This is an optimization exercise on Yosys and OpenROAD, whose aim is small area, not a production implementation. At most, simulation tests tie the RTL to the original design; equivalence was not proved. Power figures rest on the tool's default switching activity, not on a simulated workload.

==> flow/design.v <==
`timescale 1ns/1ps
module random_map_writer (
    input  logic        clk,
    input  logic        rst,
    input  logic        start,
    input  logic [15:0] seed,
    input  logic [4:0]  density,
    input  logic [4:0]  rd_x,
    input  logic [4:0]  rd_y,
    output logic        rd_occ,
    output logic        busy,
    output logic        done,
    output logic [9:0]  occ_count
);
    logic [9:0]  idx;
    logic [15:0] lfsr;
    logic [4:0]  dcur, dprev;
    logic        start_accept, cell_bit, row_start, seed_zero;
    logic [15:0] cp0;
    logic [15:0] cp1;
    logic [15:0] cp2;
    logic [15:0] pend;   
    assign start_accept = !busy && !done && start;
    assign cell_bit     = dcur[4] || (lfsr[3:0] < dcur[3:0]);
    assign row_start    = (idx[7:0] == '0);
    assign seed_zero    = (seed == 16'h0000);
    always_ff @(posedge clk) begin
        if (rst) begin
            busy      <= 1'b0;
            done      <= 1'b0;
            idx       <= '0;
            dcur      <= '0;
            dprev     <= '0;
            occ_count <= '0;
        end else if (start_accept) begin
            busy      <= 1'b1;
            idx       <= '0;
            dprev     <= dcur;
            dcur      <= (density > 5'd16) ? 5'd16 : density;
            occ_count <= '0;
        end else if (busy) begin
            idx       <= idx + 1'b1;
            occ_count <= occ_count + 10'(cell_bit);
            if (idx == 10'd767) begin
                busy <= 1'b0;
                done <= 1'b1;
            end
        end else begin
            done <= 1'b0;
        end
    end
    always_ff @(posedge clk) begin
        if (busy)
            lfsr <= {lfsr[14:0], lfsr[15] ^ lfsr[13] ^ lfsr[12] ^ lfsr[10]};
        else
            lfsr <= seed | (seed_zero ? 16'hACE1 : 16'h0000);
    end
    logic [15:0] dlfsr;
    assign dlfsr[0] = lfsr[0] ^ lfsr[2] ^ lfsr[3] ^ lfsr[4] ^ lfsr[5] ^ lfsr[7] ^ lfsr[8] ^ lfsr[10] ^ lfsr[11] ^ lfsr[12] ^ lfsr[13] ^ lfsr[15];
    assign dlfsr[1] = lfsr[5] ^ lfsr[9] ^ lfsr[11] ^ lfsr[15];
    assign dlfsr[2] = lfsr[10] ^ lfsr[12] ^ lfsr[13] ^ lfsr[15];
    assign dlfsr[3] = lfsr[15];
    assign dlfsr[4] = lfsr[0] ^ lfsr[1] ^ lfsr[3] ^ lfsr[8] ^ lfsr[10] ^ lfsr[14];
    assign dlfsr[5] = lfsr[0] ^ lfsr[1] ^ lfsr[2] ^ lfsr[3] ^ lfsr[4] ^ lfsr[9] ^ lfsr[15];
    assign dlfsr[6] = lfsr[0] ^ lfsr[2] ^ lfsr[5] ^ lfsr[6] ^ lfsr[7] ^ lfsr[8] ^ lfsr[9] ^ lfsr[10] ^ lfsr[12] ^ lfsr[13] ^ lfsr[14];
    assign dlfsr[7] = lfsr[3] ^ lfsr[6] ^ lfsr[7] ^ lfsr[13];
    assign dlfsr[8] = lfsr[1] ^ lfsr[3] ^ lfsr[5] ^ lfsr[7] ^ lfsr[8] ^ lfsr[9] ^ lfsr[10] ^ lfsr[11] ^ lfsr[12] ^ lfsr[13] ^ lfsr[15];
    assign dlfsr[9] = lfsr[0] ^ lfsr[2] ^ lfsr[6] ^ lfsr[7] ^ lfsr[14];
    assign dlfsr[10] = lfsr[1] ^ lfsr[5] ^ lfsr[6] ^ lfsr[9] ^ lfsr[10] ^ lfsr[11] ^ lfsr[15];
    assign dlfsr[11] = lfsr[2] ^ lfsr[4] ^ lfsr[5] ^ lfsr[7] ^ lfsr[8] ^ lfsr[12] ^ lfsr[15];
    assign dlfsr[12] = lfsr[4] ^ lfsr[6] ^ lfsr[8] ^ lfsr[9] ^ lfsr[11] ^ lfsr[13];
    assign dlfsr[13] = lfsr[0] ^ lfsr[2] ^ lfsr[4] ^ lfsr[6] ^ lfsr[8] ^ lfsr[9] ^ lfsr[10] ^ lfsr[11] ^ lfsr[13] ^ lfsr[14];
    assign dlfsr[14] = lfsr[2] ^ lfsr[3] ^ lfsr[4] ^ lfsr[5] ^ lfsr[10] ^ lfsr[11] ^ lfsr[12];
    assign dlfsr[15] = lfsr[0] ^ lfsr[1] ^ lfsr[2] ^ lfsr[3] ^ lfsr[5] ^ lfsr[7] ^ lfsr[8] ^ lfsr[14];
    logic [1:0] prow;
    logic [9:0] idxm1;
    assign idxm1 = idx - 1'b1;
    assign prow  = idxm1[9:8];
    always_ff @(posedge clk) begin
        if (busy && row_start)
            pend <= dlfsr;
        if ((busy && row_start) || done) begin
            case (prow)
                0: cp0 <= pend;
                1: cp1 <= pend;
                2: cp2 <= pend;
                default: ;
            endcase
        end
    end
    logic [9:0]  k;
    logic        valid, cur, use_pend;
    logic [1:0] rrow;
    logic [7:0] roff;
    logic [3:0] grp;
    logic [15:0] base;
    assign k        = {rd_y, rd_x};
    assign valid    = !(rd_y[4] && rd_y[3]);
    assign rrow     = k[9:8];
    assign roff     = k[7:0];
    assign grp      = k[7:4];
    assign use_pend = (rrow == prow) && ((idx[7:0] == '0) || (roff < idx[7:0]));
    assign cur      = (idx != '0) && ((rrow < prow) || use_pend);
    always_comb begin
        case (rrow)
            0: base = cp0;
            1: base = cp1;
            2: base = cp2;
            default: base = cp2;
        endcase
        if (use_pend) base = pend;
    end
    logic [30:0] dq;
    assign dq[0] = base[15];
    assign dq[1] = base[14];
    assign dq[2] = base[13];
    assign dq[3] = base[12];
    assign dq[4] = base[11];
    assign dq[5] = base[10];
    assign dq[6] = base[9];
    assign dq[7] = base[8];
    assign dq[8] = base[7];
    assign dq[9] = base[6];
    assign dq[10] = base[5];
    assign dq[11] = base[4];
    assign dq[12] = base[3];
    assign dq[13] = base[2];
    assign dq[14] = base[1];
    assign dq[15] = base[0];
    assign dq[16] = base[10] ^ base[12] ^ base[13] ^ base[15];
    assign dq[17] = base[9] ^ base[11] ^ base[12] ^ base[14];
    assign dq[18] = base[8] ^ base[10] ^ base[11] ^ base[13];
    assign dq[19] = base[7] ^ base[9] ^ base[10] ^ base[12];
    assign dq[20] = base[6] ^ base[8] ^ base[9] ^ base[11];
    assign dq[21] = base[5] ^ base[7] ^ base[8] ^ base[10];
    assign dq[22] = base[4] ^ base[6] ^ base[7] ^ base[9];
    assign dq[23] = base[3] ^ base[5] ^ base[6] ^ base[8];
    assign dq[24] = base[2] ^ base[4] ^ base[5] ^ base[7];
    assign dq[25] = base[1] ^ base[3] ^ base[4] ^ base[6];
    assign dq[26] = base[0] ^ base[2] ^ base[3] ^ base[5];
    assign dq[27] = base[1] ^ base[2] ^ base[4] ^ base[10] ^ base[12] ^ base[13] ^ base[15];
    assign dq[28] = base[0] ^ base[1] ^ base[3] ^ base[9] ^ base[11] ^ base[12] ^ base[14];
    assign dq[29] = base[0] ^ base[2] ^ base[8] ^ base[11] ^ base[12] ^ base[15];
    assign dq[30] = base[1] ^ base[7] ^ base[11] ^ base[12] ^ base[13] ^ base[14] ^ base[15];
    logic [30:0] dsh;
    assign dsh = dq >> grp;
    logic [15:0] jumped;
    assign jumped[0] = dsh[15];
    assign jumped[1] = dsh[14];
    assign jumped[2] = dsh[13];
    assign jumped[3] = dsh[12];
    assign jumped[4] = dsh[11];
    assign jumped[5] = dsh[10];
    assign jumped[6] = dsh[9];
    assign jumped[7] = dsh[8];
    assign jumped[8] = dsh[7];
    assign jumped[9] = dsh[6];
    assign jumped[10] = dsh[5];
    assign jumped[11] = dsh[4];
    assign jumped[12] = dsh[3];
    assign jumped[13] = dsh[2];
    assign jumped[14] = dsh[1];
    assign jumped[15] = dsh[0];
    logic [18:0] wv;
    assign wv[0] = jumped[0] ^ jumped[3] ^ jumped[5] ^ jumped[8];
    assign wv[1] = jumped[1] ^ jumped[2] ^ jumped[3] ^ jumped[9] ^ jumped[11] ^ jumped[13];
    assign wv[2] = jumped[1] ^ jumped[4] ^ jumped[8] ^ jumped[10] ^ jumped[11] ^ jumped[13];
    assign wv[3] = jumped[1] ^ jumped[5] ^ jumped[6] ^ jumped[7] ^ jumped[9] ^ jumped[10] ^ jumped[11];
    assign wv[4] = jumped[2];
    assign wv[5] = jumped[0] ^ jumped[2] ^ jumped[3] ^ jumped[6] ^ jumped[9] ^ jumped[10] ^ jumped[12] ^ jumped[15];
    assign wv[6] = jumped[0] ^ jumped[1] ^ jumped[2] ^ jumped[3] ^ jumped[5] ^ jumped[6] ^ jumped[7] ^ jumped[8] ^ jumped[12] ^ jumped[13];
    assign wv[7] = jumped[1] ^ jumped[4] ^ jumped[6] ^ jumped[7] ^ jumped[8] ^ jumped[10] ^ jumped[11] ^ jumped[13] ^ jumped[15];
    assign wv[8] = jumped[0] ^ jumped[4] ^ jumped[5] ^ jumped[9] ^ jumped[10] ^ jumped[11] ^ jumped[13] ^ jumped[15];
    assign wv[9] = jumped[0] ^ jumped[1] ^ jumped[3] ^ jumped[4] ^ jumped[5] ^ jumped[10] ^ jumped[11] ^ jumped[12] ^ jumped[15];
    assign wv[10] = jumped[3] ^ jumped[7] ^ jumped[9] ^ jumped[11] ^ jumped[13] ^ jumped[14];
    assign wv[11] = jumped[1] ^ jumped[4] ^ jumped[8] ^ jumped[9] ^ jumped[10] ^ jumped[11] ^ jumped[13] ^ jumped[15];
    assign wv[12] = jumped[3] ^ jumped[7] ^ jumped[8] ^ jumped[10] ^ jumped[11];
    assign wv[13] = jumped[0] ^ jumped[1] ^ jumped[4] ^ jumped[5] ^ jumped[7] ^ jumped[11] ^ jumped[15];
    assign wv[14] = jumped[2] ^ jumped[3] ^ jumped[4] ^ jumped[5] ^ jumped[7] ^ jumped[10] ^ jumped[14] ^ jumped[15];
    assign wv[15] = jumped[0] ^ jumped[1] ^ jumped[2] ^ jumped[4] ^ jumped[5] ^ jumped[6] ^ jumped[7] ^ jumped[9] ^ jumped[11] ^ jumped[12] ^ jumped[14] ^ jumped[15];
    assign wv[16] = jumped[2] ^ jumped[4] ^ jumped[7] ^ jumped[10] ^ jumped[12] ^ jumped[13] ^ jumped[15];
    assign wv[17] = jumped[0] ^ jumped[1] ^ jumped[2] ^ jumped[8] ^ jumped[10] ^ jumped[12];
    assign wv[18] = jumped[0] ^ jumped[3] ^ jumped[7] ^ jumped[9] ^ jumped[10] ^ jumped[12];
    logic [10:0] wh;
    assign wh = rd_x[3] ? wv[18:8] : wv[10:0];
    logic [10:0] pw;
    logic [2:0]  px;
    logic        psel, pen;
    always_ff @(posedge clk) begin
        pw   <= wh;
        px   <= rd_x[2:0];
        psel <= cur && !start_accept;
        pen  <= valid && !rst;
    end
    logic [10:0] ws;
    assign ws = pw >> px;
    logic [3:0] nib;
    assign nib = {ws[0], ws[1], ws[2], ws[3]};
    logic [4:0] pd;
    assign pd = psel ? dcur : dprev;
    logic [3:0] lt;
    assign lt[0] = pd[0] & ~nib[0];
    assign lt[1] = pd[1] ? (~nib[1] | lt[0]) : (~nib[1] & lt[0]);
    assign lt[2] = pd[2] ? (~nib[2] | lt[1]) : (~nib[2] & lt[1]);
    assign lt[3] = pd[3] ? (~nib[3] | lt[2]) : (~nib[3] & lt[2]);
    assign rd_occ = pen && (pd[4] || lt[3]);
endmodule
export LEC_CHECK = 0
export CAP_MARGIN = 20
export CORE_MARGIN = 2
export CORE_UTILIZATION = 40
export CTS_BUF_LIST = sky130_fd_sc_hd__clkbuf_8
export GPL_TIMING_DRIVEN = 0
export SLEW_MARGIN = 20
create_clock -name core_clock -period 5.0 [get_ports {clk}]
standard.sh (not shown) runs the stock make flow with config.mk's settings and CLKGATE_MAP_FILE= SYNTH_SCRIPT=/design/flow/synth_recipe.tcl, a recipe that flattens the netlist after the stock synthesis.
==> flow/flow/run.sh <==
#!/bin/bash
# The standard layout with two changes:
#  - every port still gets its own buffer, but a plain buf_1 instead of the
#    delay buffer that buffer_ports picks by default;
#  - synthesis maps the logic with flow/abc_map.script (an area-oriented ABC
#    script) in place of ORFS's abc_speed.script. Everything else in the ORFS
#    scripts is used unchanged, from a copy made here.
set -euo pipefail
export BUFFER_PORTS_ARGS="-buffer_cell sky130_fd_sc_hd__buf_1"
rm -rf scripts_local
cp -r "$FLOW_HOME/scripts" scripts_local
cp flow/abc_map.script scripts_local/abc_speed.script
export SCRIPTS_DIR="$PWD/scripts_local"
bash standard.sh > standard.log 2>&1
==> flow/flow/abc_map.script <==
strash
dc2
&get -n
&dch -f
&nf
&put
topo
stime -c
dnsize -c
The starting point ran to the end with violations: setup timing.
Next try:
--- a/flow/design.v
+++ b/flow/design.v
@@ -162,37 +162,35 @@
     assign jumped[14] = dsh[1];
     assign jumped[15] = dsh[0];
-    logic [18:0] wv;
-    assign wv[0] = jumped[0] ^ jumped[3] ^ jumped[5] ^ jumped[8];
-    assign wv[1] = jumped[1] ^ jumped[2] ^ jumped[3] ^ jumped[9] ^ jumped[11] ^ jumped[13];
-    assign wv[2] = jumped[1] ^ jumped[4] ^ jumped[8] ^ jumped[10] ^ jumped[11] ^ jumped[13];
-    assign wv[3] = jumped[1] ^ jumped[5] ^ jumped[6] ^ jumped[7] ^ jumped[9] ^ jumped[10] ^ jumped[11];
-    assign wv[4] = jumped[2];
-    assign wv[5] = jumped[0] ^ jumped[2] ^ jumped[3] ^ jumped[6] ^ jumped[9] ^ jumped[10] ^ jumped[12] ^ jumped[15];
-    assign wv[6] = jumped[0] ^ jumped[1] ^ jumped[2] ^ jumped[3] ^ jumped[5] ^ jumped[6] ^ jumped[7] ^ jumped[8] ^ jumped[12] ^ jumped[13];
-    assign wv[7] = jumped[1] ^ jumped[4] ^ jumped[6] ^ jumped[7] ^ jumped[8] ^ jumped[10] ^ jumped[11] ^ jumped[13] ^ jumped[15];
-    assign wv[8] = jumped[0] ^ jumped[4] ^ jumped[5] ^ jumped[9] ^ jumped[10] ^ jumped[11] ^ jumped[13] ^ jumped[15];
-    assign wv[9] = jumped[0] ^ jumped[1] ^ jumped[3] ^ jumped[4] ^ jumped[5] ^ jumped[10] ^ jumped[11] ^ jumped[12] ^ jumped[15];
-    assign wv[10] = jumped[3] ^ jumped[7] ^ jumped[9] ^ jumped[11] ^ jumped[13] ^ jumped[14];
-    assign wv[11] = jumped[1] ^ jumped[4] ^ jumped[8] ^ jumped[9] ^ jumped[10] ^ jumped[11] ^ jumped[13] ^ jumped[15];
-    assign wv[12] = jumped[3] ^ jumped[7] ^ jumped[8] ^ jumped[10] ^ jumped[11];
-    assign wv[13] = jumped[0] ^ jumped[1] ^ jumped[4] ^ jumped[5] ^ jumped[7] ^ jumped[11] ^ jumped[15];
-    assign wv[14] = jumped[2] ^ jumped[3] ^ jumped[4] ^ jumped[5] ^ jumped[7] ^ jumped[10] ^ jumped[14] ^ jumped[15];
-    assign wv[15] = jumped[0] ^ jumped[1] ^ jumped[2] ^ jumped[4] ^ jumped[5] ^ jumped[6] ^ jumped[7] ^ jumped[9] ^ jumped[11] ^ jumped[12] ^ jumped[14] ^ jumped[15];
-    assign wv[16] = jumped[2] ^ jumped[4] ^ jumped[7] ^ jumped[10] ^ jumped[12] ^ jumped[13] ^ jumped[15];
-    assign wv[17] = jumped[0] ^ jumped[1] ^ jumped[2] ^ jumped[8] ^ jumped[10] ^ jumped[12];
-    assign wv[18] = jumped[0] ^ jumped[3] ^ jumped[7] ^ jumped[9] ^ jumped[10] ^ jumped[12];
-    logic [10:0] wh;
-    assign wh = rd_x[3] ? wv[18:8] : wv[10:0];
-    logic [10:0] pw;
-    logic [2:0]  px;
+    logic [15:0] pv;
+    logic [3:0]  px;
     logic        psel, pen;
     always_ff @(posedge clk) begin
-        pw   <= wh;
-        px   <= rd_x[2:0];
+        pv   <= jumped;
+        px   <= rd_x[3:0];
         psel <= cur && !start_accept;
         pen  <= valid && !rst;
     end
-    logic [10:0] ws;
-    assign ws = pw >> px;
+    logic [18:0] wv;
+    assign wv[0] = pv[0] ^ pv[3] ^ pv[5] ^ pv[8];
+    assign wv[1] = pv[1] ^ pv[2] ^ pv[3] ^ pv[9] ^ pv[11] ^ pv[13];
+    assign wv[2] = pv[1] ^ pv[4] ^ pv[8] ^ pv[10] ^ pv[11] ^ pv[13];
+    assign wv[3] = pv[1] ^ pv[5] ^ pv[6] ^ pv[7] ^ pv[9] ^ pv[10] ^ pv[11];
+    assign wv[4] = pv[2];
+    assign wv[5] = pv[0] ^ pv[2] ^ pv[3] ^ pv[6] ^ pv[9] ^ pv[10] ^ pv[12] ^ pv[15];
+    assign wv[6] = pv[0] ^ pv[1] ^ pv[2] ^ pv[3] ^ pv[5] ^ pv[6] ^ pv[7] ^ pv[8] ^ pv[12] ^ pv[13];
+    assign wv[7] = pv[1] ^ pv[4] ^ pv[6] ^ pv[7] ^ pv[8] ^ pv[10] ^ pv[11] ^ pv[13] ^ pv[15];
+    assign wv[8] = pv[0] ^ pv[4] ^ pv[5] ^ pv[9] ^ pv[10] ^ pv[11] ^ pv[13] ^ pv[15];
+    assign wv[9] = pv[0] ^ pv[1] ^ pv[3] ^ pv[4] ^ pv[5] ^ pv[10] ^ pv[11] ^ pv[12] ^ pv[15];
+    assign wv[10] = pv[3] ^ pv[7] ^ pv[9] ^ pv[11] ^ pv[13] ^ pv[14];
+    assign wv[11] = pv[1] ^ pv[4] ^ pv[8] ^ pv[9] ^ pv[10] ^ pv[11] ^ pv[13] ^ pv[15];
+    assign wv[12] = pv[3] ^ pv[7] ^ pv[8] ^ pv[10] ^ pv[11];
+    assign wv[13] = pv[0] ^ pv[1] ^ pv[4] ^ pv[5] ^ pv[7] ^ pv[11] ^ pv[15];
+    assign wv[14] = pv[2] ^ pv[3] ^ pv[4] ^ pv[5] ^ pv[7] ^ pv[10] ^ pv[14] ^ pv[15];
+    assign wv[15] = pv[0] ^ pv[1] ^ pv[2] ^ pv[4] ^ pv[5] ^ pv[6] ^ pv[7] ^ pv[9] ^ pv[11] ^ pv[12] ^ pv[14] ^ pv[15];
+    assign wv[16] = pv[2] ^ pv[4] ^ pv[7] ^ pv[10] ^ pv[12] ^ pv[13] ^ pv[15];
+    assign wv[17] = pv[0] ^ pv[1] ^ pv[2] ^ pv[8] ^ pv[10] ^ pv[12];
+    assign wv[18] = pv[0] ^ pv[3] ^ pv[7] ^ pv[9] ^ pv[10] ^ pv[12];
+    logic [18:0] ws;
+    assign ws = wv >> px;
     logic [3:0] nib;
     assign nib = {ws[0], ws[1], ws[2], ws[3]};
With this change the flow finished with timing, DRC and antenna clean.
Utilization came out lower by 5.8 points.
Power came out lower by about a fifth.
First-iteration DRC count came out higher by a quarter to a third.
Design area came out lower by a little under a tenth.
Via count came out higher by a few percent.
Hold slack gets better by 0.0087 ns.
No functional check of the RTL was part of the first run of this note.

==> afterwards: timing with drivers on the ports <==
The flow's constraints put no driver on any port. The routed layouts listed below were extracted and timed again, unchanged, in two steps.
Step 1: set_driving_cell puts a clkbuf_16 on clk and a buf_2 on each other input, an assumption about the parent block.
Step 2 moves the port delays by t, midway between the first and last clock arrival at a register: inputs arrive t later, outputs are due t later. That takes back most of the time a late clock gives input paths.
a / b / c = ideal ports / drivers / drivers and shift; a / b = the first two.
run	t (ns)	setup WS [ns]	worst setup path at the end
the first run	0.469	-0.620 / -0.619 / -1.087	input to register
the second run	0.473	0.279 / 0.300 / -0.173	input to register
Met with ideal ports but missed after step 2: setup timing in the second run. For the first run, which loses most, drivers alone change the setup slack by +0.001 ns; drivers and shift together by -0.467 ns.
